Source: an optimization exercise on an open RTL-to-GDS flow (aim: small area, a short achievable clock period and few clock cycles per item). Production flows keep margins and buffers that such runs may drop.
The RTL was checked by simulation tests, not by an equivalence proof against the original design.
Power is estimated from default activity; no workload was simulated.

===== config.mk =====
export PLATFORM = sky130hd
export DESIGN_NAME = priority_ordered_ready_ring_top
export DESIGN_NICKNAME = priority_ordered_ready_ring_top
export VERILOG_FILES = /design/flow/design.v
export SDC_FILE = /design/flow/constraint.sdc
export NUM_CORES = 4
export LEC_CHECK = 0
export CAP_MARGIN = 20
export CORE_MARGIN = 2
export CORE_UTILIZATION = 55
export CTS_BUF_LIST = sky130_fd_sc_hd__clkbuf_4 sky130_fd_sc_hd__clkbuf_8
export CTS_CLUSTER_DIAMETER = 60
export CTS_CLUSTER_SIZE = 14
export SETUP_SLACK_MARGIN = 3.4
export SLEW_MARGIN = 20

===== constraint.sdc =====
create_clock -name core_clock -period 6.0 [get_ports {clk}]
set_input_delay 1.2000 -clock core_clock [delete_from_list [all_inputs] [get_ports {clk}]]
set_output_delay 1.2000 -clock core_clock [all_outputs]
set_load 0.01 [all_outputs]

===== design.v =====
package orr_pkg;
  localparam int MAX_THREADS = 16;
  localparam int ID_BITS     = 8;
  localparam int PRIO_BITS   = 8;
  localparam int IDX_W       = $clog2(MAX_THREADS);
  localparam int CNT_W       = $clog2(MAX_THREADS + 1);
  localparam logic [1:0] CMD_ADD    = 2'd0;
  localparam logic [1:0] CMD_REMOVE = 2'd1;
  localparam logic [1:0] CMD_SCHED  = 2'd2;
  localparam logic [1:0] ST_OK        = 2'd0;
  localparam logic [1:0] ST_NOT_FOUND = 2'd1;
  localparam logic [1:0] ST_FULL      = 2'd2;
  localparam logic [1:0] ST_PRESENT   = 2'd3;
  typedef struct packed {
    logic load;      
    logic compare;   
    logic locate;    
    logic execute;   
  } dp_cmd_t;
  typedef struct packed {
    logic out_hold;   
  } dp_stat_t;
endpackage
module orr_ctrl (
  input  logic                          clk,
  input  logic                          rst,
  input  logic                          in_valid,
  output logic                          in_stall,
  input  logic [1:0]                    command,
  input  logic [orr_pkg::ID_BITS-1:0]   thread_id,
  input  logic [orr_pkg::PRIO_BITS-1:0] priority_req,
  output logic                          out_valid,
  input  logic                          out_stall,
  output logic [1:0]                    status,
  output logic [orr_pkg::ID_BITS-1:0]   current_id,
  output logic                          current_valid,
  output logic                          move,
  output logic                          exec,
  output logic [1:0]                    cmd_q,
  output logic [orr_pkg::ID_BITS-1:0]   id_q,
  output logic [orr_pkg::PRIO_BITS-1:0] prio_q,
  input  logic [1:0]                    res_status,    
  input  logic [orr_pkg::ID_BITS-1:0]   res_id,        
  input  logic                          res_valid,
  input  logic [orr_pkg::ID_BITS-1:0]   cur_id,        
  input  logic                          cur_valid
);
  logic                        r_full;     
  logic                        e_full;     
  logic                        q_one;      
  logic                        q_two;      
  logic [1:0]                  skid_status;
  logic                        accept, pop;
  logic                        r_full_nx, e_full_nx, q_one_nx, q_two_nx;
  assign exec      = e_full & ~q_two;
  assign move      = r_full & (~e_full | ~q_two);
  assign accept    = in_valid & ~in_stall;
  assign out_valid = q_one;
  assign pop       = q_one & ~out_stall;
  always_comb begin
    r_full_nx = accept | (r_full & ~move);
    e_full_nx = move | (e_full & ~exec);
    q_one_nx  = q_one;
    q_two_nx  = q_two;
    if (exec & ~pop) begin
      q_one_nx = 1'b1;
      q_two_nx = q_one;
    end else if (pop & ~exec) begin
      q_one_nx = q_two;
      q_two_nx = 1'b0;
    end
  end
  always_ff @(posedge clk) begin
    if (rst) begin
      r_full   <= 1'b0;
      e_full   <= 1'b0;
      q_one    <= 1'b0;
      q_two    <= 1'b0;
      in_stall <= 1'b0;
    end else begin
      r_full   <= r_full_nx;
      e_full   <= e_full_nx;
      q_one    <= q_one_nx;
      q_two    <= q_two_nx;
      in_stall <= r_full_nx & e_full_nx & q_two_nx;
    end
  end
  always_ff @(posedge clk) begin
    if (~in_stall) begin
      cmd_q  <= command;
      id_q   <= thread_id;
      prio_q <= priority_req;
    end
    if (~q_one | pop) begin
      status        <= q_two ? skid_status : res_status;
      current_id    <= q_two ? cur_id      : res_id;
      current_valid <= q_two ? cur_valid   : res_valid;
    end
    if (~q_two) begin
      skid_status <= res_status;
    end
  end
endmodule
module orr_datapath (
  input  logic                          clk,
  input  logic                          rst,
  input  logic                          move,
  input  logic                          exec,
  input  logic [1:0]                    cmd_q,
  input  logic [orr_pkg::ID_BITS-1:0]   id_q,
  input  logic [orr_pkg::PRIO_BITS-1:0] prio_q,
  output logic [1:0]                    res_status,
  output logic [orr_pkg::ID_BITS-1:0]   res_id,
  output logic                          res_valid,
  output logic [orr_pkg::ID_BITS-1:0]   cur_id,      
  output logic                          cur_valid    
);
  localparam int N  = orr_pkg::MAX_THREADS;
  localparam int IW = orr_pkg::ID_BITS;
  localparam int PW = orr_pkg::PRIO_BITS;
  logic [N-1:0][IW-1:0] slot_id;
  logic [N-1:0][PW-1:0] slot_prio;
  logic [N-1:0]         slot_valid;
  logic [N-1:0]         slot_mark;
  logic                 add_e;       
  logic                 rem_e;       
  logic                 sched_e;     
  logic [1:0]           status_e;
  logic [IW-1:0]        id_e;
  logic [PW-1:0]        prio_e;
  logic [N-1:0]         hp_e, le_e;    
  logic [N-1:0]         hit_r, le_r, hp_r, hp_f, le_f;
  logic                 same_id, same_le;
  logic                 found_f, full_f, add_f, rem_f;
  logic [1:0]           status_f;
  logic [N-1:0]         valid_nx, mark_nx;
  logic [N-1:0]         hit_e;
  logic                 mark_hit, mark_last, any_mark;
  logic                 do_add, do_rem, do_sched;
  logic [N-1:0]         sel_new, sel_up, sel_dn, sel_hold;
  logic [N-1:0]         mark_sched;
  logic [IW-1:0]        sched_id;
  always_comb begin
    for (int i = 0; i < N; i++) begin
      hit_r[i] = slot_valid[i] && (slot_id[i] == id_q);
      le_r[i]  = slot_valid[i] && (slot_prio[i] <= prio_q);
    end
  end
  logic [N-1:0] hp1, hp2, hp3;
  always_comb begin
    for (int i = 0; i < N; i++) begin
      hp1[i]  = hit_r[i] | ((i >= 1) ? hit_r[(i >= 1) ? i-1 : 0] : 1'b0);
      hp2[i]  = hp1[i]   | ((i >= 2) ? hp1[(i >= 2) ? i-2 : 0]   : 1'b0);
      hp3[i]  = hp2[i]   | ((i >= 4) ? hp2[(i >= 4) ? i-4 : 0]   : 1'b0);
      hp_r[i] = hp3[i]   | ((i >= 8) ? hp3[(i >= 8) ? i-8 : 0]   : 1'b0);
    end
  end
  assign same_id = (id_e == id_q);
  assign same_le = (prio_e <= prio_q);
  always_comb begin
    for (int i = 0; i < N; i++) begin
      hp_f[i] = !(do_rem && same_id) &&
                ((sel_hold[i] && hp_r[i]) ||
                 ((sel_new[i] || sel_up[i]) && (same_id || ((i != 0) && hp_r[(i == 0) ? 0 : i-1]))) ||
                 (sel_dn[i] && hp_r[(i == N-1) ? N-1 : i+1]));
      le_f[i] = (sel_hold[i] && le_r[i]) || (sel_new[i] && same_le) ||
                (sel_up[i] && le_r[(i == 0) ? 0 : i-1]) ||
                (sel_dn[i] && (i != N-1) && le_r[(i == N-1) ? N-1 : i+1]);
    end
  end
  assign found_f = (do_add && same_id) || (hp_r[N-1] && !(do_rem && same_id));
  assign full_f  = valid_nx[N-1];
  assign add_f   = (cmd_q == orr_pkg::CMD_ADD) && !found_f && !full_f;
  assign rem_f   = (cmd_q == orr_pkg::CMD_REMOVE) && found_f;
  always_comb begin
    case (cmd_q)
      orr_pkg::CMD_ADD:    status_f = found_f ? orr_pkg::ST_PRESENT :
                                      full_f  ? orr_pkg::ST_FULL : orr_pkg::ST_OK;
      orr_pkg::CMD_REMOVE: status_f = found_f ? orr_pkg::ST_OK : orr_pkg::ST_NOT_FOUND;
      default:             status_f = orr_pkg::ST_OK;
    endcase
  end
  always_ff @(posedge clk) begin
    if (move) begin
      add_e    <= add_f;
      rem_e    <= rem_f;
      sched_e  <= (cmd_q == orr_pkg::CMD_SCHED);
      status_e <= status_f;
      id_e    <= id_q;
      prio_e  <= prio_q;
      hp_e    <= hp_f;
      le_e    <= le_f;
    end
  end
  always_comb begin
    for (int i = 0; i < N; i++) hit_e[i] = hp_e[i] && ((i == 0) || !hp_e[(i == 0) ? 0 : i-1]);
  end
  assign mark_hit  = |(hit_e & slot_mark);
  assign any_mark  = |slot_mark;
  assign mark_last = |(slot_mark & ~{1'b0, slot_valid[N-1:1]});
  assign do_add   = exec && add_e;
  assign do_rem   = exec && rem_e;
  assign do_sched = exec && sched_e;
  always_comb begin
    for (int i = 0; i < N; i++) begin
      sel_new[i]  = do_add && !le_e[i] && ((i == 0) || le_e[(i == 0) ? 0 : i-1]);
      sel_up[i]   = do_add && (i != 0) && !le_e[(i == 0) ? 0 : i-1];
      sel_dn[i]   = do_rem && hp_e[i];
      sel_hold[i] = !(do_add && !le_e[i]) && !sel_dn[i];
    end
  end
  always_comb begin
    mark_sched[0] = !any_mark || mark_last;
    for (int i = 1; i < N; i++) mark_sched[i] = slot_mark[i-1] && slot_valid[i];
  end
  always_comb begin
    sched_id = '0;
    for (int i = 0; i < N; i++) sched_id = sched_id | ({IW{mark_sched[i]}} & slot_id[i]);
  end
  logic [N-1:0][IW-1:0] id_nx;
  logic [N-1:0][PW-1:0] pr_nx;
  always_comb begin
    for (int i = 0; i < N; i++) begin
      id_nx[i] = ({IW{sel_hold[i]}} & slot_id[i]) | ({IW{sel_new[i]}} & id_e) |
                 ({IW{sel_up[i]}} & ((i == 0) ? '0 : slot_id[(i == 0) ? 0 : i-1])) |
                 ({IW{sel_dn[i]}} & ((i == N-1) ? '0 : slot_id[(i == N-1) ? N-1 : i+1]));
      pr_nx[i] = ({PW{sel_hold[i]}} & slot_prio[i]) | ({PW{sel_new[i]}} & prio_e) |
                 ({PW{sel_up[i]}} & ((i == 0) ? '0 : slot_prio[(i == 0) ? 0 : i-1])) |
                 ({PW{sel_dn[i]}} & ((i == N-1) ? '0 : slot_prio[(i == N-1) ? N-1 : i+1]));
    end
  end
  always_ff @(posedge clk) begin
    slot_id   <= id_nx;
    slot_prio <= pr_nx;
  end
  always_comb begin
    for (int i = 0; i < N; i++) begin
      valid_nx[i] = slot_valid[i];
      mark_nx[i]  = slot_mark[i];
      if (sel_new[i]) begin
        valid_nx[i] = 1'b1;
        mark_nx[i]  = 1'b0;
      end else if (sel_up[i]) begin
        valid_nx[i] = slot_valid[(i == 0) ? 0 : i-1];
        mark_nx[i]  = slot_mark[(i == 0) ? 0 : i-1];
      end else if (sel_dn[i]) begin
        valid_nx[i] = (i == N-1) ? 1'b0 : slot_valid[(i == N-1) ? N-1 : i+1];
        mark_nx[i]  = ((i == N-1) ? 1'b0 : slot_mark[(i == N-1) ? N-1 : i+1]) ||
                      (slot_mark[0] && hit_e[0] && (i < N-1) &&
                       slot_valid[(i >= N-1) ? N-1 : i+1] &&
                       ((i >= N-2) ? 1'b1 : !slot_valid[(i >= N-2) ? N-1 : i+2]));
      end else if (do_rem) begin
        mark_nx[i]  = slot_mark[i] ||
                      ((i != N-1) && slot_mark[(i == N-1) ? N-1 : i+1] &&
                       hit_e[(i == N-1) ? N-1 : i+1]);
      end else if (do_sched) begin
        mark_nx[i]  = mark_sched[i] && slot_valid[0];
      end
    end
  end
  always_ff @(posedge clk) begin
    if (rst) begin
      slot_valid <= '0;
      slot_mark  <= '0;
    end else begin
      slot_valid <= valid_nx;
      slot_mark  <= mark_nx;
    end
  end
  always_comb begin
    res_valid = cur_valid;
    res_id    = cur_id;
    if (do_rem && mark_hit) begin
      res_valid = 1'b0;
      res_id    = '0;
    end else if (do_sched) begin
      res_valid = slot_valid[0];
      res_id    = slot_valid[0] ? sched_id : '0;
    end
    res_status = status_e;
  end
  always_ff @(posedge clk) begin
    if (rst) begin
      cur_valid <= 1'b0;
      cur_id    <= '0;
    end else begin
      cur_valid <= res_valid;
      cur_id    <= res_id;
    end
  end
endmodule
module priority_ordered_ready_ring_top (
  input  logic                          clk,
  input  logic                          rst,
  input  logic                          in_valid,
  output logic                          in_stall,
  input  logic [1:0]                    command,
  input  logic [orr_pkg::ID_BITS-1:0]   thread_id,
  input  logic [orr_pkg::PRIO_BITS-1:0] priority_req,
  output logic                          out_valid,
  input  logic                          out_stall,
  output logic [1:0]                    status,
  output logic [orr_pkg::ID_BITS-1:0]   current_id,
  output logic                          current_valid
);
  logic                          move;
  logic                          exec;
  logic [1:0]                    cmd_q;
  logic [orr_pkg::ID_BITS-1:0]   id_q;
  logic [orr_pkg::PRIO_BITS-1:0] prio_q;
  logic [1:0]                    res_status;
  logic [orr_pkg::ID_BITS-1:0]   res_id;
  logic                          res_valid;
  logic [orr_pkg::ID_BITS-1:0]   cur_id;
  logic                          cur_valid;
  orr_ctrl u_ctrl (
    .clk           (clk),
    .rst           (rst),
    .in_valid      (in_valid),
    .in_stall      (in_stall),
    .command       (command),
    .thread_id     (thread_id),
    .priority_req  (priority_req),
    .out_valid     (out_valid),
    .out_stall     (out_stall),
    .status        (status),
    .current_id    (current_id),
    .current_valid (current_valid),
    .move          (move),
    .exec          (exec),
    .cmd_q         (cmd_q),
    .id_q          (id_q),
    .prio_q        (prio_q),
    .res_status    (res_status),
    .res_id        (res_id),
    .res_valid     (res_valid),
    .cur_id        (cur_id),
    .cur_valid     (cur_valid)
  );
  orr_datapath u_datapath (
    .clk        (clk),
    .rst        (rst),
    .move       (move),
    .exec       (exec),
    .cmd_q      (cmd_q),
    .id_q       (id_q),
    .prio_q     (prio_q),
    .res_status (res_status),
    .res_id     (res_id),
    .res_valid  (res_valid),
    .cur_id     (cur_id),
    .cur_valid  (cur_valid)
  );
endmodule

===== run.sh =====
#!/bin/bash
# synth_recipe.tcl (not shown) runs the flow's synth.tcl, then flattens the netlist and writes it again
# the make line also repeats each setting of config.mk as NAME=value (left out here)
make -C /OpenROAD-flow-scripts/flow DESIGN_CONFIG=/design/flow/config.mk WORK_HOME=/design/flow/orfs CLKGATE_MAP_FILE= SYNTH_SCRIPT=/design/flow/synth_recipe.tcl finish

==> impl_metrics.csv, run 1 <==
group,metric,value,unit
status,outcome,"finished clean",
critical_path,r2r-start,"u_datapath.slot_mark[3]$_SDFFE_PP0P_",
clock_network,cts_tree,"built",
critical_path,arrival,3.10,ns
grt,grt_antenna_before_repair,2,
pwr,seqPwrFrac,53.4,%
critical_path,critPathKind,"register to register",
clock_network,clk_path_buf_depth,3,
timing,relSlewSlack,26.07,%
timing,rsz0062_at_grt,"yes",
logic_synthesis,yosysTopAreaCellShare,26.79,%
cells_and_area,nets,2727,
timing,post-route-period-util,43.01,%
critical_path,timing.rr.end,"u_datapath.cur_id[1]$_SDFF_PP0_",
grt,overflow,0,
timing,setup_tns,0,ns
critical_path,crit_start,"u_datapath.slot_mark[3]$_SDFFE_PP0P_",
logic_synthesis,ys.warnings.count,2,
grt,met2_usage,59.79,%
logic_synthesis,synthTopCellsByArea,"dfxtp_1, a22oi_1, edfxtp_1",
routing,drt-pass1-iter-count,10,
grt,grt_pass1_vias,21423,
timing,fmaxAchievable,387.5,MHz
routing,wl_per_cell,29.73,um
timing,setup_viol_count_final,0,
clock_network,numCtsBuffers,38,
critical_path,crit_fanout,15,
clock_network,path_clk_slew,0.10,ns
worst_hold_path,min_from,"u_ctrl.prio_q[3]$_DFFE_PN_",
run,cap_violations,0,
logic_synthesis,yosysTopAreaCell,"dfxtp_1",
pwr,ir_drop,0.0002122,V
cells_and_area,mostFrequentLayoutCells,"nand2_1, a22oi_1, dfxtp_1, ha_1, xnor2_1",
placed_design,hpwl,65300,um
logic_synthesis,synth-main-ff-cell,"dfxtp_1",
grt,grt_util_met3,11.57,%
floorplan,dieArea,42950,sq um
floorplan,start_util,55.64,%
timing,finalHoldViolCount,0,
floorplan,rows,74,
routing,drt-initial-drc-count,3917,
cells_and_area,syn_to_final_growth,10.70,%
placed_design,dpl.cell_count,2989,
timing,holdWs,0.4649,ns
critical_path,required,6.52,ns
logic_synthesis,yosysUniqueCellTypes,77,
pwr,p_comb_share,22.7,%
logic_synthesis,yosysSeqAreaShare,37.62,%
critical_path,r2r_setup_slack,3.42,ns
routing,vias_per_cell,7.246,
routing,routed_wl,93070,um
logic_synthesis,syn_avg_cell_area,8.800,sq um
timing,worstMarginPinSlew,1.108,ns
routing,antenna_left,0,
clock_network,cts-root-buf,"clkbuf_8",
cells_and_area,fin_util,61.60,%
critical_path,crit_path_end_kind,"register",
pwr,power.net_switching,3.225,mW
logic_synthesis,syn_area,22720,sq um
placed_design,port_buffers,34,
cells_and_area,final_common_cell,"nand2_1",
logic_synthesis,async_reset_ff_share,0,%
worst_hold_path,hold_depth,0,
pwr,p_int,5.162,mW
logic_synthesis,syn_nets,2742,
clock_network,cts_sinks,386,
timing,slew_viol_final,0,
floorplan,core,40830,sq um
logic_synthesis,synthCells,2582,
routing,drc,0,
logic_synthesis,synth_edf_count,82,
pwr,leakage,10.37,nW
routing,route.vias.total,22680,
cells_and_area,layoutNonFillerInstCount,3130,
critical_path,start_kind,"register",
pwr,powerDensity,333.5,nW/um^2
pwr,p_clk_share,23.9,%
grt,grtUsageTotal,41.93,%
placed_design,place_congestion,1.044,
clock_network,cts_max_level,2,
cells_and_area,final_layout_size_suffix_gt1_share,12.32,%
logic_synthesis,ys_ff_latch,386,
floorplan,num_io_pins,35,
worst_hold_path,hold_path_end,"u_datapath.prio_e[3]$_DFFE_PP_",
grt,grtUsageMet1,57.65,%
pwr,sw_frac_of_total,38.46,%
floorplan,fp.dieW,207.3,um
grt,busiest_layer,"met2",
grt,grt_max_degree,47,
clock_network,clock_latency,0.69,ns
timing,min_period,2.581,ns
timing,finClkSkew,0.04138,ns
worst_hold_path,worstHoldPathType,"register to register",
floorplan,dieHeight,207.3,um
critical_path,worst_r2r_path_depth,6,
grt,grt_first_pass_wirelength,137900,um
==> registers in the layout, indices dropped and copies added, names as in the netlist, 2 cells and up <==
signal,cells
u_ctrl.prio_q,8
u_datapath.slot_valid,16
u_datapath.prio_e,8
u_datapath.id_e,8
u_datapath.hp_e,16
u_datapath.slot_id,128
u_ctrl.status,2
u_datapath.cur_id,8
u_datapath.slot_mark,16
u_datapath.slot_prio,128
u_ctrl.current_id,8
u_ctrl.skid_status,2
u_datapath.status_e,2
u_ctrl.id_q,8
u_ctrl.cmd_q,2
u_datapath.le_e,16
==> worst max path at each step <==
stage	cells past startpoint	endpoint	slack (ns)
5_1_grt	10	u_datapath.le_e[1]$_DFFE_PP_	3.33
2_1_floorplan	10	u_datapath.le_e[5]$_DFFE_PP_	3.45
6_report	6	u_datapath.cur_id[1]$_SDFF_PP0_	3.42
3_5_place_dp	6	u_datapath.hp_e[11]$_DFFE_PP_	2.59
4_1_cts	9	u_datapath.slot_prio[96]$_DFF_P_	3.34
3_3_place_gp	6	u_datapath.hp_e[11]$_DFFE_PP_	2.67
==> synth_stat cells (5+ instances only) <==
cell	count
a211oi_1	15
o32ai_1	6
buf_6	17
o21a_1	31
buf_4	6
nand2_1	442
a21o_1	20
o221ai_1	19
dfxtp_1	304
a32oi_1	9
a31oi_1	33
xor2_1	18
nand3_1	50
a21oi_1	82
nor4_1	13
o22ai_1	17
nor4_2	6
nand3b_1	7
o21ai_0	69
clkbuf_1	141
or2_2	16
nand4_1	42
ha_1	138
buf_2	38
a22oi_1	344
xnor2_1	118
and3_1	19
o211ai_1	21
nor3_1	41
nor2b_1	29
nor2_1	66
buf_1	10
inv_1	78
edfxtp_1	82
a211o_1	13
nand2b_1	10
a222oi_1	101
o31ai_1	11
and2_1	33
a22oi_2	5
==> through the flow <==
stage | setup WS, ns | total power, mW | instance area, sq um
final | 3.419 | 8.387 | 25150
after global routing | 3.332 | 8.703 | 25150
after CTS | 3.342 | 8.200 | 24740
after detailed placement | 2.586 | 6.201 | 23150
after global placement | 2.671 | 6.123 | 23150
after floorplan | 3.452 | 5.269 | 22720
==> layer usage <==
metal / share of wire (%) / vias up / wire length [um]
met2: 41 / 1705 / 37920
li1: - / 9728 / -
met4: 6.4 / 2 / 5964
met1: 39 / 10859 / 36320
met3: 14 / 386 / 12860
met5: 0.011 / - / 10
==> worst max-delay path, cell delays in order (launching register included) <==
cell     delay (ns)
dfxtp_1        0.51
nand2_1        0.11
o21ai_1        0.63
nor4_1         0.25
a21oi_2        0.65
a21oi_1        0.11
nor2b_1        0.17
==> layout make-up <==
type,instances,area (sq um)
inverter,80,326.6
multi-input combinational,1901,13190
fill,3610,15680
antenna,1,2.502
tap,532,665.6
timing repair buffer,160,1493
clock buffer,53,673.1
sequential,386,8567
clock inverter,17,230.2
==> power by group through the flow <==
stage,Sequential [mW],Clock [mW],Combinational [mW]
final,4.48,2.01,1.90
after global routing,4.46,2.10,2.15
after CTS,4.36,2.00,1.83
after detailed placement,4.46,0,1.74
after global placement,4.47,0,1.66
after floorplan,3.83,0,1.44
==> logic make-up (layout without fill, tap and decap cells) <==
kind of cell | count (synthesis) | count (layout) | share of synthesized area (%)
AO/OA/AOI/OAI | 828 | 828 | 27.25
XOR/XNOR | 136 | 136 | 5.243
adder cells (fa/ha/maj) | 139 | 139 | 7.644
buffers and inverters | 296 | 310 | 5.859
flip-flops | 386 | 386 | 37.62
multiplexers | 3 | 3 | 0.1432
other | 0 | 1 | 0
AND/OR/NAND/NOR | 794 | 795 | 16.24
==> repair_timing <==
action / 4_1_cts / 5_1_grt
pin swaps: 4 / 10
gates cloned: 1 / 1
endpoints found under the setup margin: 277 / 214
setup buffers: 52 / 16
resized for setup: 63 / 56
hold buffers: 0 / 0
Testbench counts, summed over its fixed seeds: cycles 24,024, items 24,000.
==> inputs of run 2 (changes only) <==
--- a/config.mk
+++ b/config.mk
@@ -11,5 +11,5 @@
 export CTS_BUF_LIST = sky130_fd_sc_hd__clkbuf_4 sky130_fd_sc_hd__clkbuf_8
 export CTS_CLUSTER_DIAMETER = 60
 export CTS_CLUSTER_SIZE = 14
-export SETUP_SLACK_MARGIN = 3.4
+export SETUP_SLACK_MARGIN = 3.6
 export SLEW_MARGIN = 20
==> impl_metrics.csv, run 2 <==
group,metric,value,unit
worst_hold_path,worstHoldPathType,"register to register",
placed_design,port_buffers,34,
timing,holdWs,0.4556,ns
floorplan,dieArea,42950,sq um
grt,grt_max_degree,54,
timing,slew_viol_final,0,
timing,post-route-period-util,41.74,%
timing,rsz0062_at_grt,"yes",
critical_path,start_kind,"register",
cells_and_area,syn_to_final_growth,14.06,%
critical_path,required,6.47,ns
critical_path,critPathKind,"register to register",
timing,finalHoldViolCount,0,
grt,overflow,0,
logic_synthesis,syn_area,22720,sq um
critical_path,crit_path_end_kind,"register",
cells_and_area,mostFrequentLayoutCells,"nand2_1, a22oi_1, dfxtp_1, ha_1, buf_4",
clock_network,clock_latency,0.66,ns
logic_synthesis,syn_avg_cell_area,8.800,sq um
timing,setup_viol_count_final,0,
pwr,p_clk_share,22.8,%
logic_synthesis,async_reset_ff_share,0,%
placed_design,hpwl,67410,um
clock_network,cts_tree,"built",
floorplan,fp.dieW,207.3,um
timing,finClkSkew,0.04147,ns
routing,drt-pass1-iter-count,11,
run,cap_violations,0,
routing,route.vias.total,23138,
routing,wl_met2,39410,um
clock_network,cts-root-buf,"clkbuf_8",
pwr,p_comb_share,24.3,%
pwr,p_int,5.155,mW
timing,setup_tns,0,ns
logic_synthesis,synth-main-ff-cell,"dfxtp_1",
routing,drc,0,
logic_synthesis,yosysTopAreaCell,"dfxtp_1",
routing,drt-initial-drc-count,3990,
logic_synthesis,ys.warnings.count,2,
grt,grtUsageTotal,43.55,%
worst_hold_path,hold_depth,0,
routing,vias_per_cell,7.292,
logic_synthesis,yosysTopAreaCellShare,26.79,%
routing,met3WireLength,15910,um
logic_synthesis,syn_nets,2742,
timing,fmaxAchievable,399.3,MHz
pwr,leakage,10.74,nW
critical_path,worst_r2r_path_depth,12,
logic_synthesis,yosysSeqAreaShare,37.62,%
grt,grt_first_pass_wirelength,141400,um
clock_network,path_clk_slew,0.09,ns
routing,drt-met1-wl,37740,um
timing,relSlewSlack,28.42,%
routing,wl_per_cell,30.94,um
clock_network,holdBufCountCts,0,
timing,worstMarginPinSlew,1.073,ns
clock_network,numCtsBuffers,38,
routing,routed_wl,98170,um
grt,grt_antenna_before_repair,2,
floorplan,dieHeight,207.3,um
clock_network,cts_sinks,386,
logic_synthesis,yosysMostFrequentCell,"nand2_1",
critical_path,crit_fanout,10,
cells_and_area,reg_top3,"u_datapath.slot_id x128, u_datapath.slot_prio x128",
logic_synthesis,yosysUniqueCellTypes,77,
clock_network,clk_path_buf_depth,3,
floorplan,start_util,55.64,%
routing,routed.top_layer,"met5",
placed_design,place_congestion,1.091,
clock_network,cts_max_level,2,
logic_synthesis,ys_ff_latch,386,
logic_synthesis,synthTopCellsByArea,"dfxtp_1, a22oi_1, edfxtp_1",
pwr,ir_drop,0.0003221,V
pwr,seqPwrFrac,52.9,%
cells_and_area,nets,2772,
routing,antenna_left,0,
logic_synthesis,synth_edf_count,82,
timing,min_period,2.504,ns
critical_path,arrival,2.98,ns
logic_synthesis,synthCells,2582,
pwr,sw_frac_of_total,39.16,%
cells_and_area,final_layout_size_suffix_gt1_share,16.32,%
cells_and_area,final_common_cell,"nand2_1",
floorplan,core,40830,sq um
logic_synthesis,netlist_top_cells_count,"nand2_1, a22oi_1, dfxtp_1",
pwr,power.net_switching,3.318,mW
cells_and_area,fin_util,63.47,%
cells_and_area,num_antenna_cells,0,
floorplan,num_io_pins,35,
floorplan,rows,74,
status,outcome,"finished clean",
pwr,powerDensity,326.9,nW/um^2
grt,grt_pass1_vias,21331,
cells_and_area,fill_cells,3501,
==> run 2: power groups by stage <==
stage	Sequential [mW]	Clock, mW	Combinational, mW
detailed placement	4.44	0	1.77
floorplan	3.83	0	1.44
global route	4.44	2.02	2.29
finish	4.48	1.94	2.06
global placement	4.44	0	1.68
CTS	4.35	1.93	1.90
==> run 2: what timing repair did <==
item / 4_1_cts / 5_1_grt
pin swaps: 10 / 39
gates resized for setup: 178 / 100
endpoints found under the setup margin: 342 / 145
gates cloned: 1 / 3
buffers inserted: 58 / 46
==> run 2: layout make-up <==
class	count	area [sq um]	area share, %
Timing Repair Buffer	205	1967	7.590
Tap cell	532	665.6	2.569
Multi-Input combinational cell	1901	13540	52.24
Inverter	80	310.3	1.197
Sequential cell	386	8576	33.09
Clock inverter	13	162.7	0.6277
Clock buffer	56	695.7	2.684
==> run 2: layer usage <==
layer	up-vias	track usage (%)
met3	346	16.04
li1	9834	-
met5	-	0
met4	2	18.67
met1	11041	60.55
met2	1915	60.33
==> run 2: logic make-up (layout without fill, tap and decap cells) <==
family	after synthesis	count (layout)	share of synthesized area, %
AOI/OAI and AO/OA	828	828	27.25
xor gates and xnor gates	136	136	5.243
adders and majority gates	139	139	7.644
buffers and inverters	296	354	5.859
DFF	386	386	37.62
muxes	3	3	0.1432
and+or+nand+nor	794	795	16.24
==> run 2: final timing paths <==
kind	startpoint	slack, ns	endpoint
setup / recovery	u_ctrl.prio_q[1]$_DFFE_PN_	3.50	u_datapath.le_e[14]$_DFFE_PP_
setup reg to reg	u_ctrl.prio_q[1]$_DFFE_PN_	3.50	u_datapath.le_e[14]$_DFFE_PP_
hold / removal	u_ctrl.prio_q[2]$_DFFE_PN_	0.46	u_datapath.prio_e[2]$_DFFE_PP_
hold reg to reg	u_ctrl.prio_q[2]$_DFFE_PN_	0.46	u_datapath.prio_e[2]$_DFFE_PP_
==> run 2: per-stage QoR <==
stage               power (mW)  instance area, sq um  setup slack [ns]  cells
finish                   8.473                 25910             3.496   3173
global placement         6.128                 23200             2.450   2996
detailed placement       6.216                 23200             2.404   2996
global route             8.750                 25910             3.425   3173
CTS                      8.189                 25000             3.511   3124
floorplan                5.269                 22740             3.627   2582
==> run 2: critical path, stage by stage, from the launching register on <==
cell	delay, ns
edfxtp_1	0.39
inv_1	0.11
buf_12	0.18
ha_1	0.25
nor2b_1	0.13
o21a_1	0.16
o21a_1	0.17
o21ai_2	0.16
a21oi_4	0.12
buf_6	0.14
buf_8	0.13
buf_4	0.17
o221ai_1	0.21
==> inputs of run 3 (changes only) <==
--- a/config.mk
+++ b/config.mk
@@ -11,5 +11,6 @@
 export CTS_BUF_LIST = sky130_fd_sc_hd__clkbuf_4 sky130_fd_sc_hd__clkbuf_8
 export CTS_CLUSTER_DIAMETER = 60
 export CTS_CLUSTER_SIZE = 14
+export PLACE_DENSITY = 0.7
 export SETUP_SLACK_MARGIN = 3.6
 export SLEW_MARGIN = 20
==> impl_metrics.csv, run 3 <==
group,metric,value,unit
clock_network,numCtsBuffers,40,
clock_network,cts-root-buf,"clkbuf_8",
placed_design,place_congestion,1.004,
clock_network,clock_latency,0.68,ns
logic_synthesis,syn_nets,2742,
floorplan,core,40830,sq um
cells_and_area,fin_util,63.37,%
floorplan,dieHeight,207.3,um
floorplan,dieArea,42950,sq um
logic_synthesis,yosysUniqueCellTypes,77,
logic_synthesis,synthCells,2582,
logic_synthesis,ys_ff_latch,386,
cells_and_area,layoutNonFillerInstCount,3134,
floorplan,num_io_pins,35,
placed_design,placed_cell_area,23150,sq um
logic_synthesis,syn_area,22720,sq um
logic_synthesis,ys.warnings.count,2,
timing,rsz0062_at_grt,"yes",
logic_synthesis,yosysTopAreaCellShare,26.79,%
critical_path,r2r_setup_slack,3.46,ns
logic_synthesis,yosysMostFrequentCell,"nand2_1",
routing,drt-initial-drc-count,3884,
placed_design,port_buffers,34,
timing,setup_viol_count_final,0,
critical_path,arrival,3.08,ns
routing,antenna_left,0,
clock_network,holdBufCountCts,0,
cells_and_area,final_layout_size_suffix_gt1_share,16.37,%
cells_and_area,mostFrequentLayoutCells,"nand2_1, a22oi_1, dfxtp_1, ha_1, xnor2_1",
cells_and_area,syn_to_final_growth,13.89,%
clock_network,clk_path_buf_depth,3,
grt,grt_pass1_vias,21411,
pwr,leakage,10.51,nW
timing,min_period,2.543,ns
timing,post-route-period-util,42.38,%
grt,grt_max_degree,54,
pwr,power,8.378,mW
grt,overflow,0,
placed_design,hpwl,61480,um
pwr,powerDensity,323.8,nW/um^2
critical_path,crit_path_end,"u_datapath.le_e[4]$_DFFE_PP_",
critical_path,crit_fanout,6,
logic_synthesis,syn_avg_cell_area,8.800,sq um
critical_path,r2r-start,"u_ctrl.prio_q[1]$_DFFE_PN_",
logic_synthesis,yosysTopAreaCell,"dfxtp_1",
grt,grt_first_pass_wirelength,132300,um
pwr,ir_drop,0.0002327,V
timing,finClkSkew,0.04818,ns
floorplan,start_util,55.64,%
logic_synthesis,yosysSeqAreaShare,37.62,%
logic_synthesis,synth-main-ff-cell,"dfxtp_1",
run,cap_violations,0,
grt,grt_antenna_before_repair,1,
cells_and_area,num_antenna_cells,0,
logic_synthesis,async_reset_ff_share,0,%
timing,fmaxAchievable,393.3,MHz
critical_path,timing.rr.end,"u_datapath.le_e[4]$_DFFE_PP_",
routing,routed_wl,88370,um
routing,wl_per_cell,28.20,um
routing,drc,0,
cells_and_area,postLayoutCellArea,25880,sq um
cells_and_area,nets,2731,
logic_synthesis,synthTopCellsByArea,"dfxtp_1, a22oi_1, edfxtp_1",
timing,worstMarginPinSlew,1.025,ns
critical_path,start_kind,"register",
routing,vias_per_cell,7.148,
status,outcome,"finished clean",
floorplan,rows,74,
critical_path,crit_path_end_kind,"register",
cells_and_area,reg_top3,"u_datapath.slot_id x128, u_datapath.slot_prio x128",
timing,setup_tns,0,ns
routing,route.vias.total,22402,
logic_synthesis,synth_edf_count,82,
clock_network,cts_tree,"built",
routing,drt-pass1-iter-count,9,
critical_path,worst_r2r_path_depth,11,
critical_path,critPathKind,"register to register",
grt,grtUsageTotal,39.42,%
clock_network,cts_max_level,2,
cells_and_area,final_common_cell,"nand2_1",
timing,relSlewSlack,31.27,%
clock_network,path_clk_slew,0.09,ns
timing,slew_viol_final,0,
floorplan,fp.dieW,207.3,um
placed_design,dpl.cell_count,2989,
timing,finalHoldViolCount,0,
critical_path,crit_start,"u_ctrl.prio_q[1]$_DFFE_PN_",
clock_network,cts_sinks,386,
worst_hold_path,worstHoldPathType,"register to register",
logic_synthesis,netlist_top_cells_count,"nand2_1, a22oi_1, dfxtp_1",
critical_path,required,6.54,ns
[run 3: cell counts after synthesis]
No cell type changed its count.
[run 3: metrics by stage]
step                hold slack, ns  worst slack, ns
CTS                         0.4584            3.455
floorplan                   0.4264            3.627
global route                0.4763            3.351
detailed placement          0.4318            2.703
finish                      0.4553            3.457
global placement            0.4290            2.783
[run 3: where the power goes]
part	leakage, nW	total (mW)	internal (mW)	switching [mW]
Combinational	6.69	2.13	1.06	1.07
Sequential	3.36	4.31	3.24	1.07
Clock	0.455	1.94	0.852	1.08
Total	10.5	8.38	5.15	3.23
[run 3: how the worst min path moves through the flow]
stage / start / to / slack [ns] / cells after the start
6_report: u_ctrl.prio_q[7]$_DFFE_PN_ / u_datapath.prio_e[7]$_DFFE_PP_ / 0.46 / 0
5_1_grt: u_ctrl.prio_q[7]$_DFFE_PN_ / u_datapath.prio_e[7]$_DFFE_PP_ / 0.48 / 0
4_1_cts: u_ctrl.prio_q[3]$_DFFE_PN_ / u_datapath.prio_e[3]$_DFFE_PP_ / 0.46 / 0
3_5_place_dp: u_ctrl.prio_q[2]$_DFFE_PN_ / u_datapath.prio_e[2]$_DFFE_PP_ / 0.43 / 0
3_3_place_gp: u_ctrl.prio_q[5]$_DFFE_PN_ / u_datapath.prio_e[5]$_DFFE_PP_ / 0.43 / 0
2_1_floorplan: u_ctrl.prio_q[1]$_DFFE_PN_ / u_datapath.prio_e[1]$_DFFE_PP_ / 0.43 / 0
[run 3: worst max-delay path: stages, from the launching register on]
cell        delay (ns)
edfxtp_1          0.40
clkinvlp_4        0.18
buf_12            0.17
buf_16            0.15
ha_1              0.31
nor2b_2           0.16
o21a_1            0.16
o21ai_0           0.18
a21oi_1           0.09
o22a_2            0.28
o32ai_2           0.22
a211o_1           0.13
[run 3: final cells by class]
| type | instances | area, sq um |
|---|---|---|
| Inverter | 80 | 322.8 |
| Sequential cell | 386 | 8579 |
| Tap cell | 532 | 665.6 |
| Multi-Input combinational cell | 1901 | 13880 |
| Fill cell | 3481 | 14960 |
| Timing Repair Buffer | 162 | 1555 |
| Clock inverter | 19 | 198.9 |
| Clock buffer | 54 | 674.4 |
[run 3: cells by family (layout without fill, tap and decap cells)]
kind of cell | count (synthesis) | after routing | share of synthesized area (%)
compound gates | 828 | 828 | 27.25
simple gates | 794 | 795 | 16.24
flops | 386 | 386 | 37.62
buf+inv | 296 | 315 | 5.859
fa+ha+maj | 139 | 139 | 7.644
xor+xnor | 136 | 136 | 5.243
mux | 3 | 3 | 0.1432
[run 3: layer usage]
| layer | up-vias | wire [um] | part of all wire (%) | GRT usage (%) |
|---|---|---|---|---|
| met5 | - | 0 | 0 | 0 |
| met4 | 0 | 3790 | 4.3 | 16.72 |
| met3 | 291 | 10120 | 11 | 9.773 |
| met2 | 1564 | 40110 | 45 | 62.05 |
| met1 | 10808 | 34350 | 39 | 51.63 |
| li1 | 9739 | - | - | - |
[run 3: timing repair]
item,CTS,global route
gates cloned,3,2
gates resized for setup,189,132
setup buffers,41,26
endpoints found under the setup margin,343,109
pin swaps,25,72
==> inputs of run 4 (changes only) <==
--- a/config.mk
+++ b/config.mk
@@ -7,10 +7,9 @@
 export LEC_CHECK = 0
 export CAP_MARGIN = 20
 export CORE_MARGIN = 2
-export CORE_UTILIZATION = 55
+export CORE_UTILIZATION = 60
 export CTS_BUF_LIST = sky130_fd_sc_hd__clkbuf_4 sky130_fd_sc_hd__clkbuf_8
 export CTS_CLUSTER_DIAMETER = 60
 export CTS_CLUSTER_SIZE = 14
-export PLACE_DENSITY = 0.7
-export SETUP_SLACK_MARGIN = 3.6
+export SETUP_SLACK_MARGIN = 3.5
 export SLEW_MARGIN = 20
==> impl_metrics.csv, run 4 <==
group,metric,value,unit
status,outcome,"finished clean",
logic_synthesis,synth-simple-area-share,16.24,%
critical_path,crit_buf_inv,3,
routing,wl_per_cell,27.81,um
logic_synthesis,yosysUniqueCellTypes,77,
pwr,ir_drop,0.0002820,V
timing,setup_tns,0,ns
pwr,power,8.249,mW
logic_synthesis,synthCells,2582,
critical_path,path_cells,"buf_6 -> buf_8 -> xnor2_2 -> nand4_1 -> nor4_4 -> nor4_4 -> buf_4 -> o311ai_4 -> or3_1 -> o211ai_1",
clock_network,cts_tree,"built",
floorplan,num_io_pins,35,
critical_path,required,6.44,ns
cells_and_area,syn_to_final_growth,11.96,%
grt,grt_pass1_vias,21448,
critical_path,start_kind,"register",
timing,finClkSkew,0.02928,ns
timing,fmaxAchievable,390.3,MHz
critical_path,critPathTopFamily,"simple AND/OR/NAND/NOR gates",
cells_and_area,final_common_cell,"nand2_1",
cells_and_area,fill_cells,3124,
pwr,leakage,10.40,nW
floorplan,dieArea,39440,sq um
logic_synthesis,synthMuxAreaShare,0.1432,%
grt,grt_max_degree,54,
logic_synthesis,yosysSeqAreaShare,37.62,%
placed_design,place_ws,2.500,ns
timing,slew_viol_final,0,
floorplan,start_util,60.61,%
critical_path,arrival,3.01,ns
critical_path,critPathKind,"register to register",
floorplan,fp.dieW,198.6,um
logic_synthesis,yosysTopAreaCellShare,26.79,%
clock_network,holdBufCountCts,0,
routing,vias_per_cell,7.265,
critical_path,crit_path_end_kind,"register",
timing,post-route-period-util,42.71,%
floorplan,dieHeight,198.6,um
clock_network,clock_latency,0.65,ns
timing,final.setup.worst_slack,3.438,ns
logic_synthesis,syn_area,22720,sq um
placed_design,port_buffers,34,
clock_network,cts-root-buf,"clkbuf_8",
grt,grt_antenna_before_repair,2,
grt,grt_first_pass_wirelength,130500,um
logic_synthesis,yosysMostFrequentCell,"nand2_1",
logic_synthesis,synth_compound_area_share,27.25,%
critical_path,crit_fanout,7,
timing,setup_viol_count_final,0,
placed_design,placed_cell_area,23110,sq um
clock_network,clk_path_buf_depth,3,
critical_path,crit_top_cell,"nor4_4",
routing,antenna_left,0,
grt,grtUsageTotal,43.44,%
pwr,powerDensity,324.3,nW/um^2
timing,finalHoldViolCount,0,
cells_and_area,postLayoutCellArea,25440,sq um
logic_synthesis,async_reset_ff_share,0,%
cells_and_area,final_layout_size_suffix_gt1_share,14.26,%
critical_path,critical-path-slowest-cell,"or3_1",
routing,drc,0,
grt,overflow,0,
logic_synthesis,synth_edf_count,82,
placed_design,hpwl,60070,um
cells_and_area,reg_top3,"u_datapath.slot_id x128, u_datapath.slot_prio x128",
logic_synthesis,yosysTopAreaCell,"dfxtp_1",
routing,drt-pass1-iter-count,13,
critical_path,slowest_delay,0.40,ns
timing,min_period,2.562,ns
routing,drt-initial-drc-count,4129,
logic_synthesis,synth_xor_area_share,5.243,%
timing,relSlewSlack,34.11,%
routing,route.vias.total,22666,
clock_network,path_clk_slew,0.10,ns
floorplan,rows,71,
logic_synthesis,yosys.area_share.adder,7.644,%
logic_synthesis,syn_avg_cell_area,8.800,sq um
run,cap_violations,0,
timing,worstMarginPinSlew,0.9884,ns
placed_design,place_congestion,1.057,
logic_synthesis,syn_nets,2742,
clock_network,cts_sinks,386,
logic_synthesis,synth-main-ff-cell,"dfxtp_1",
routing,routed_wl,86780,um
clock_network,cts_max_level,2,
logic_synthesis,ys_ff_latch,386,
timing,rsz0062_at_grt,"yes",
floorplan,core,37490,sq um
clock_network,numCtsBuffers,40,
logic_synthesis,synth_top_family_by_area,"compound AO/OA/AOI/OAI gates",
logic_synthesis,netlist_top_cells_count,"nand2_1, a22oi_1, dfxtp_1",
worst_hold_path,worstHoldPathType,"register to register",
logic_synthesis,ys.warnings.count,2,
cells_and_area,num_antenna_cells,0,
cells_and_area,nets,2740,
cells_and_area,fin_util,67.85,%
cells_and_area,mostFrequentLayoutCells,"nand2_1, a22oi_1, dfxtp_1, ha_1, xnor2_1",
logic_synthesis,synthTopCellsByArea,"dfxtp_1, a22oi_1, edfxtp_1",
-- run 4: cell families (layout without fill, tap and decap cells) --
kind of cell	Yosys count	in the layout
AO/OA/AOI/OAI	828	828
XOR/XNOR	136	136
adder cells (fa/ha/maj)	139	139
buffers and inverters	296	322
flip-flops	386	386
multiplexers	3	3
AND/OR/NAND/NOR	794	795
-- run 4: repair_timing --
action	CTS	global route
setup endpoints to repair	339	214
pin swaps	17	43
cloned	2	1
buffers inserted	49	31
resized for setup	124	88
endpoints found under the hold margin	0	0
-- run 4: final timing paths --
check | from | endpoint | slack [ns] | depth (start not counted)
setup / recovery | u_ctrl.id_q[4]$_DFFE_PN_ | u_datapath.status_e[0]$_DFFE_PP_ | 3.44 | 10
hold / removal | u_ctrl.prio_q[7]$_DFFE_PN_ | u_datapath.prio_e[7]$_DFFE_PP_ | 0.45 | 0
setup reg to reg | u_ctrl.id_q[4]$_DFFE_PN_ | u_datapath.status_e[0]$_DFFE_PP_ | 3.44 | 10
hold reg to reg | u_ctrl.prio_q[7]$_DFFE_PN_ | u_datapath.prio_e[7]$_DFFE_PP_ | 0.45 | 0
-- run 4: layout make-up --
cell class                 count  area, sq um  area share (%)
timing repair buffer         171         1564           6.149
clock buffer                  55        694.4           2.730
inverter                      80        326.6           1.284
multi-input combinational   1901        13450           52.87
clock inverter                16        192.7          0.7575
sequential                   386         8571           33.69
tap                          511        639.4           2.514
-- run 4: per-stage QoR --
step                      instances  hold slack (ns)
after floorplan                2582           0.4264
after global placement         2965           0.4286
after detailed placement       2965           0.4323
after CTS                      3087           0.4559
after global routing           3120           0.4777
final                          3120           0.4545
-- run 4: worst register-to-register path, stage by stage (launching register included) --
cell and delay (ns):
edfxtp_1 0.39, buf_6 0.16, buf_8 0.14, xnor2_2 0.13
nand4_1 0.25, nor4_4 0.09, nor4_4 0.27, buf_4 0.18
o311ai_4 0.16, or3_1 0.41, o211ai_1 0.17
-- run 4: routing by layer --
metal,track usage (%),up-vias,wire [um]
li1,-,9753,-
met4,23.55,0,5302
met2,67.26,1761,38080
met5,0,-,0
met1,55.30,10754,32060
met3,11.51,398,11330
-- run 4: where the power goes --
part	internal (mW)	total [mW]	switching, mW
Combinational	0.975	1.96	0.986
Clock	0.903	1.95	1.05
Sequential	3.24	4.33	1.09
==> inputs of run 5 (changes only) <==
--- a/design.v
+++ b/design.v
@@ -140,10 +140,23 @@
   logic [N-1:0]         sel_new, sel_up, sel_dn, sel_hold;
   logic [N-1:0]         mark_sched;
   logic [IW-1:0]        sched_id;
+  logic [N:0][PW-1:0] le_a, le_d, le_hi;
+  logic [N:0]         le_any;
+  always_comb begin
+    for (int i = 0; i <= N; i++) begin
+      le_a[i] = (i == N) ? prio_e : slot_prio[(i == N) ? 0 : i];
+      le_d[i] = le_a[i] ^ prio_q;
+      for (int k = 0; k < PW; k++) begin
+        le_hi[i][k] = 1'b1;
+        for (int j = k + 1; j < PW; j++) le_hi[i][k] = le_hi[i][k] & !le_d[i][j];
+      end
+      le_any[i] = |(le_a[i] & ~prio_q & le_hi[i]);
+    end
+  end
   always_comb begin
     for (int i = 0; i < N; i++) begin
       hit_r[i] = slot_valid[i] && (slot_id[i] == id_q);
-      le_r[i]  = slot_valid[i] && (slot_prio[i] <= prio_q);
+      le_r[i]  = slot_valid[i] && !le_any[i];
     end
   end
   logic [N-1:0] hp1, hp2, hp3;
@@ -156,7 +169,7 @@
     end
   end
   assign same_id = (id_e == id_q);
-  assign same_le = (prio_e <= prio_q);
+  assign same_le = !le_any[N];
   always_comb begin
     for (int i = 0; i < N; i++) begin
       hp_f[i] = !(do_rem && same_id) &&
--- a/config.mk
+++ b/config.mk
@@ -7,9 +7,7 @@
 export LEC_CHECK = 0
 export CAP_MARGIN = 20
 export CORE_MARGIN = 2
-export CORE_UTILIZATION = 60
+export CORE_UTILIZATION = 55
 export CTS_BUF_LIST = sky130_fd_sc_hd__clkbuf_4 sky130_fd_sc_hd__clkbuf_8
-export CTS_CLUSTER_DIAMETER = 60
-export CTS_CLUSTER_SIZE = 14
-export SETUP_SLACK_MARGIN = 3.5
+export SETUP_SLACK_MARGIN = 3.4
 export SLEW_MARGIN = 20
==> impl_metrics.csv, run 5 <==
group,metric,value,unit
status,outcome,"finished clean",
pwr,powerDensity,337.3,nW/um^2
logic_synthesis,synthTopCellsByArea,"dfxtp_1, a22oi_1, edfxtp_1",
logic_synthesis,synthCells,2518,
placed_design,place_congestion,0.9964,
critical_path,arrival,3.11,ns
floorplan,fp.dieW,205.2,um
pwr,leakage,10.62,nW
timing,relSlewSlack,33.21,%
logic_synthesis,synth_edf_count,82,
timing,min_period,2.726,ns
timing,slew_viol_final,0,
routing,route.vias.total,21858,
timing,final.setup.worst_slack,3.274,ns
cells_and_area,final_common_cell,"nand2_1",
pwr,ir_drop,0.0002181,V
floorplan,num_io_pins,35,
timing,fmaxAchievable,366.9,MHz
routing,antenna_left,0,
clock_network,cts_sinks,386,
grt,grt_pass1_vias,20959,
critical_path,crit_top_cell,"a311o_1",
critical_path,critPathKind,"register to register",
pwr,sw_frac_of_total,34.43,%
pwr,p_comb_share,19.4,%
worst_hold_path,worstHoldPathType,"register to register",
clock_network,cts_max_level,3,
critical_path,crit_fanout,18,
critical_path,slowest_delay,0.46,ns
logic_synthesis,yosysMostFrequentCell,"nand2_1",
timing,holdWs,0.4459,ns
cells_and_area,nets,2678,
floorplan,dieHeight,205.2,um
cells_and_area,fin_util,63.73,%
logic_synthesis,yosysTopAreaCellShare,27.33,%
logic_synthesis,ys_ff_latch,386,
clock_network,numCtsBuffers,70,
pwr,p_clk_share,32.4,%
clock_network,clk_path_buf_depth,3,
logic_synthesis,synth-main-ff-cell,"dfxtp_1",
routing,drt-initial-drc-count,3404,
logic_synthesis,async_reset_ff_share,0,%
grt,grt_first_pass_wirelength,128900,um
critical_path,required,6.38,ns
grt,grt_max_degree,54,
timing,finClkSkew,0.02924,ns
grt,overflow,0,
timing,setup_tns,0,ns
grt,grtUsageTotal,39.92,%
critical_path,start_kind,"register",
clock_network,cts-root-buf,"clkbuf_8",
floorplan,start_util,55.92,%
routing,routed_wl,85630,um
floorplan,core,39820,sq um
logic_synthesis,syn_nets,2661,
clock_network,clock_latency,0.65,ns
critical_path,crit_path_end_kind,"register",
cells_and_area,syn_to_final_growth,13.97,%
floorplan,rows,73,
timing,worstMarginPinSlew,1.002,ns
pwr,p_int,5.612,mW
pwr,power.net_switching,2.948,mW
clock_network,holdBufCountCts,0,
cells_and_area,final_layout_size_suffix_gt1_share,15.08,%
cells_and_area,mostFrequentLayoutCells,"nand2_1, a22oi_1, dfxtp_1, ha_1",
pwr,seqPwrFrac,48.2,%
routing,wl_per_cell,27.45,um
routing,drt-pass1-iter-count,9,
placed_design,port_buffers,34,
timing,finalHoldViolCount,0,
critical_path,path_cells,"buf_4 -> xor2_1 -> nor4_4 -> and2_4 -> nand3_1 -> nor3b_1 -> a311o_1 -> a311o_1",
logic_synthesis,yosysTopAreaCell,"dfxtp_1",
logic_synthesis,netlist_top_cells_count,"nand2_1, a22oi_1, dfxtp_1",
logic_synthesis,yosysUniqueCellTypes,82,
clock_network,cts_tree,"built",
logic_synthesis,yosysSeqAreaShare,38.39,%
routing,vias_per_cell,7.008,
routing,drc,0,
clock_network,path_clk_slew,0.06,ns
logic_synthesis,syn_avg_cell_area,8.844,sq um
timing,setup_viol_count_final,0,
floorplan,dieArea,42120,sq um
logic_synthesis,ys.warnings.count,2,
critical_path,critical-path-slowest-cell,"nor4_4",
cells_and_area,reg_top3,"u_datapath.slot_id x128, u_datapath.slot_prio x128",
placed_design,hpwl,60680,um
run,cap_violations,0,
timing,rsz0062_at_grt,"yes",
grt,grt_antenna_before_repair,2,
timing,post-route-period-util,45.43,%
logic_synthesis,syn_area,22270,sq um
placed_design,place_ws,2.386,ns
[run 5: timing repair]
| action | 4_1_cts | 5_1_grt |
|---|---|---|
| setup endpoints to repair | 325 | 176 |
| endpoints found under the hold margin | 0 | 0 |
| pin swaps | 6 | 30 |
| setup buffers | 39 | 27 |
| resized for setup | 46 | 111 |
| cloned | 0 | 3 |
[run 5: metrics by stage]
stage               power [mW]  instance area [sq um]  cells
global route             8.941                  25380   3118
floorplan                4.943                  22270   2518
global placement         5.552                  22680   2918
CTS                      8.405                  24710   3088
finish                   8.560                  25380   3119
detailed placement       5.615                  22690   2919
[run 5: logic make-up (layout without fill, tap and decap cells)]
family	after synthesis	after routing	synth area share, %
adder cells (fa/ha/maj)	122	122	6.843
XOR/XNOR	136	136	5.349
AND/OR/NAND/NOR	817	818	17.18
multiplexers	12	12	0.5506
flip-flops	386	386	38.39
AO/OA/AOI/OAI	781	781	26.25
buffers and inverters	264	338	5.439
other	0	1	0
[run 5: power groups by stage]
stage               Clock (mW)  Combinational [mW]  Sequential, mW
floorplan                    0                1.18            3.76
global placement             0                1.41            4.14
detailed placement           0                1.46            4.15
CTS                       2.79                1.54            4.08
global route              2.91                1.87            4.16
finish                    2.77                1.66            4.13
[run 5: critical path: cells and delay by family, from the launching register on]
kind            cells  cell delay, ns
buf+inv             1            0.24
compound gates      2            0.55
xor+xnor            1            0.21
flops               1            0.37
simple gates        4            1.10
[run 5: path summary, 6_finish.rpt]
| check | depth (start not counted) | from | to | slack (ns) |
|---|---|---|---|---|
| worst max-delay path | 8 | u_ctrl.id_q[6]$_DFFE_PN_ | u_datapath.status_e[0]$_DFFE_PP_ | 3.27 |
| worst min-delay path | 0 | u_ctrl.prio_q[5]$_DFFE_PN_ | u_datapath.prio_e[5]$_DFFE_PP_ | 0.45 |
| worst max register to register | 8 | u_ctrl.id_q[6]$_DFFE_PN_ | u_datapath.status_e[0]$_DFFE_PP_ | 3.27 |
| worst min register to register | 0 | u_ctrl.prio_q[5]$_DFFE_PN_ | u_datapath.prio_e[5]$_DFFE_PP_ | 0.45 |
[run 5: metal layers]
metal | vias to the layer above | global-route usage (%) | share of wire [%]
li1 | 9551 | - | -
met4 | 4 | 17.68 | 4.8
met3 | 279 | 8.790 | 10
met5 | - | 0 | 0.028
met2 | 1439 | 63.53 | 45
met1 | 10585 | 52.06 | 40
[run 5: final cells by class]
type                       count  area [sq um]
fill                        3438         14440
clock inverter                19         176.4
sequential                   386          8558
multi-input combinational   1869         13000
tap                          525         656.9
antenna                        1         2.502
inverter                      48         202.7
clock buffer                 111          1378
timing repair buffer         160          1409
Testbench counts of run 5, summed over its fixed seeds: cycles 24,024, items 24,000.
==> inputs of run 6 (changes only) <==
--- a/config.mk
+++ b/config.mk
@@ -9,5 +9,7 @@
 export CORE_MARGIN = 2
 export CORE_UTILIZATION = 55
 export CTS_BUF_LIST = sky130_fd_sc_hd__clkbuf_4 sky130_fd_sc_hd__clkbuf_8
-export SETUP_SLACK_MARGIN = 3.4
+export CTS_CLUSTER_DIAMETER = 60
+export CTS_CLUSTER_SIZE = 14
+export SETUP_SLACK_MARGIN = 3.6
 export SLEW_MARGIN = 20
==> impl_metrics.csv, run 6 <==
group,metric,value,unit
cells_and_area,final_layout_size_suffix_gt1_share,17.64,%
logic_synthesis,syn_avg_cell_area,8.844,sq um
critical_path,crit_start,"u_ctrl.id_q[2]$_DFFE_PN_",
logic_synthesis,yosysTopAreaCellShare,27.33,%
cells_and_area,layoutNonFillerInstCount,3099,
grt,overflow,0,
logic_synthesis,ys_ff_latch,386,
pwr,power,7.738,mW
routing,wl_per_cell,28.69,um
timing,fmaxAchievable,379.5,MHz
cells_and_area,syn_to_final_growth,15.28,%
worst_hold_path,worstHoldPathType,"register to register",
grt,grtUsageTotal,41.14,%
placed_design,place_ws,2.259,ns
placed_design,hpwl,60140,um
run,cap_violations,0,
floorplan,start_util,55.92,%
logic_synthesis,synthCells,2518,
placed_design,dpl.cell_count,2916,
timing,final.setup.worst_slack,3.365,ns
critical_path,crit_path_end_kind,"register",
routing,drt-pass1-iter-count,7,
floorplan,fp.dieW,205.2,um
routing,drc,0,
timing,finClkSkew,0.03252,ns
clock_network,clk_path_buf_depth,3,
logic_synthesis,syn_nets,2661,
timing,rsz0062_at_grt,"yes",
clock_network,cts-root-buf,"clkbuf_8",
worst_hold_path,hold_depth,0,
pwr,ir_drop,0.0002343,V
pwr,leakage,10.59,nW
routing,vias_per_cell,7.182,
critical_path,crit_top_cell,"a311o_1",
timing,setup_viol_count_final,0,
clock_network,path_clk_slew,0.10,ns
placed_design,port_buffers,34,
timing,min_period,2.635,ns
floorplan,dieArea,42120,sq um
critical_path,slowest_delay,0.52,ns
grt,grt_pass1_vias,21077,
clock_network,cts_sinks,386,
floorplan,core,39820,sq um
critical_path,start_kind,"register",
critical_path,critPathKind,"register to register",
cells_and_area,fill_cells,3399,
routing,route.vias.total,22256,
logic_synthesis,yosysUniqueCellTypes,82,
timing,holdWs,0.4452,ns
critical_path,cp.depth,10,
pwr,powerDensity,301.4,nW/um^2
cells_and_area,num_antenna_cells,0,
routing,drt-initial-drc-count,3825,
timing,post-route-period-util,43.92,%
placed_design,place_congestion,1.029,
grt,grt_first_pass_wirelength,132100,um
floorplan,num_io_pins,35,
worst_hold_path,min_from,"u_ctrl.prio_q[6]$_DFFE_PN_",
critical_path,crit_buf_inv,3,
critical_path,critPathTopFamily,"compound AO/OA/AOI/OAI gates",
floorplan,rows,73,
clock_network,clock_latency,0.67,ns
timing,finalHoldViolCount,0,
logic_synthesis,netlist_top_cells_count,"nand2_1, a22oi_1, dfxtp_1",
cells_and_area,multi_input_area,13490,sq um
logic_synthesis,yosysTopAreaCell,"dfxtp_1",
critical_path,required,6.42,ns
logic_synthesis,ys.warnings.count,2,
floorplan,dieHeight,205.2,um
critical_path,path_cells,"buf_6 -> buf_16 -> buf_4 -> xnor2_2 -> nand2_1 -> nor4b_2 -> a31oi_1 -> nand4_2 -> a311o_1 -> a311o_1",
timing,setup_tns,0,ns
timing,worstMarginPinSlew,1.100,ns
cells_and_area,register_area,8581,sq um
routing,antenna_left,0,
critical_path,arrival,3.05,ns
cells_and_area,final_common_cell,"nand2_1",
timing,relSlewSlack,26.66,%
clock_network,cts_max_level,2,
logic_synthesis,synthTopCellsByArea,"dfxtp_1, a22oi_1, edfxtp_1",
status,outcome,"finished clean",
timing,slew_viol_final,0,
routing,routed_wl,88920,um
logic_synthesis,syn_area,22270,sq um
logic_synthesis,yosysMostFrequentCell,"nand2_1",
cells_and_area,mostFrequentLayoutCells,"nand2_1, a22oi_1, dfxtp_1, ha_1, a222oi_1",
cells_and_area,reg_top3,"u_datapath.slot_id x128, u_datapath.slot_prio x128",
critical_path,worst_r2r_path_depth,10,
grt,grt_antenna_before_repair,2,
critical_path,crit_fanout,7,
clock_network,holdBufCountCts,0,
critical_path,critical-path-slowest-cell,"edfxtp_1",
clock_network,cts_tree,"built",
logic_synthesis,yosysSeqAreaShare,38.39,%
grt,grt_max_degree,54,
logic_synthesis,synth-main-ff-cell,"dfxtp_1",
critical_path,r2r-start,"u_ctrl.id_q[2]$_DFFE_PN_",
logic_synthesis,async_reset_ff_share,0,%
clock_network,numCtsBuffers,39,
cells_and_area,nets,2689,
logic_synthesis,synth_edf_count,82,
run 6: changes by cell type in the layout (fill, tap and decap cells not counted), moves of 8 or more:
cell	delta
clkbuf_8	-44
buf_12	+9
dlygate4sd2_1	-13
clkbuf_4	-16
buf_6	+23
a21oi_2	+8
dfxtp_1	-8
buf_2	+17
o21ai_0	-9
a21oi_1	-9
run 6: report_power, final:
group	total (mW)	switching, mW	internal, mW
logic	1.76	0.914	0.847
registers	4.13	0.913	3.21
clock network	1.85	1.07	0.781
run 6: worst paths after layout:
kind	endpoint	slack, ns
max	u_datapath.status_e[0]$_DFFE_PP_	3.36
min reg2reg	u_datapath.prio_e[6]$_DFFE_PP_	0.45
max reg2reg	u_datapath.status_e[0]$_DFFE_PP_	3.36
min	u_datapath.prio_e[6]$_DFFE_PP_	0.45
run 6: worst reg2reg max path: stages, from the launching register on:
cell and delay, ns:
edfxtp_1 0.52, buf_6 0.18, buf_16 0.15, buf_4 0.16
xnor2_2 0.14, nand2_1 0.10, nor4b_2 0.05, a31oi_1 0.22
nand4_2 0.22, a311o_1 0.38, a311o_1 0.29
run 6: kinds of logic (layout without fill, tap and decap cells):
family / after synthesis / in the layout / synth area share (%)
multiplexers: 12 / 12 / 0.5506
buffers and inverters: 264 / 317 / 5.439
flip-flops: 386 / 386 / 38.39
adder cells (fa/ha/maj): 122 / 122 / 6.843
XOR/XNOR: 136 / 136 / 5.349
AND/OR/NAND/NOR: 817 / 820 / 17.18
AO/OA/AOI/OAI: 781 / 781 / 26.25
run 6: area by class of cell:
class | instances | area share [%]
inverter | 48 | 0.7896
clock inverter | 18 | 0.6093
clock buffer | 51 | 2.539
sequential | 386 | 33.43
timing repair buffer | 200 | 7.535
multi-input combinational | 1871 | 52.54
tap | 525 | 2.559
run 6: what timing repair did:
action                     CTS  global route
hold endpoints to repair     0             0
setup buffers               83            19
gates cloned                 7             5
pin swaps                   69            58
resized for setup          216           130
setup endpoints to repair  264           223
run 6: per-layer routing:
layer / vias to the layer above / GRT usage (%) / wire, um
met3: 327 / 8.331 / 10130
met1: 10840 / 54.62 / 34540
met4: 0 / 16.62 / 4473
met2: 1556 / 65.61 / 39780
li1: 9533 / - / -
met5: - / 0 / 0
run 6: through the flow:
stage	utilization [%]	cell area, sq um
2_1_floorplan	-	22280
3_3_place_gp	56.90	22660
3_5_place_dp	56.92	22670
4_1_cts	62.54	24910
5_1_grt	64.46	25670
6_report	64.46	25670

## separate check: timing with driven ports
No port has a modelled driver above. Below, the same layouts with a new extraction and two added sets of constraints. Step 1 sets driving cells, clkbuf_16 on the clock port and buf_2 on the other inputs (assumed; they add their load-dependent delay and slew). Step 2, shift: input delay + t, output delay - t, t = (earliest + latest rising clock arrival at the registers) / 2. This alone moves slack from input paths to output paths. Three values: ideal, step 1, step 2; two values: the first two.
run | shift t [ns] | setup WS [ns] | latest minus earliest clock arrival (ns)
run 1 | 0.726 | 3.419 / 3.416 / 3.408 | 0.041 / 0.041
run 2 | 0.692 | 3.496 / 3.496 / 3.395 | 0.043 / 0.042
run 3 | 0.712 | 3.457 / 3.457 / 3.353 | 0.049 / 0.048
run 4 | 0.696 | 3.438 / 3.438 / 3.343 | 0.031 / 0.032
run 5 | 0.690 | 3.274 / 3.274 / 3.274 | 0.029 / 0.030
run 6 | 0.712 | 3.365 / 3.365 / 3.365 | 0.033 / 0.033
After both steps every run listed still meets setup and hold. For run 3, which loses most, drivers alone change the setup slack by 0.000 ns; drivers and shift together by -0.104 ns.
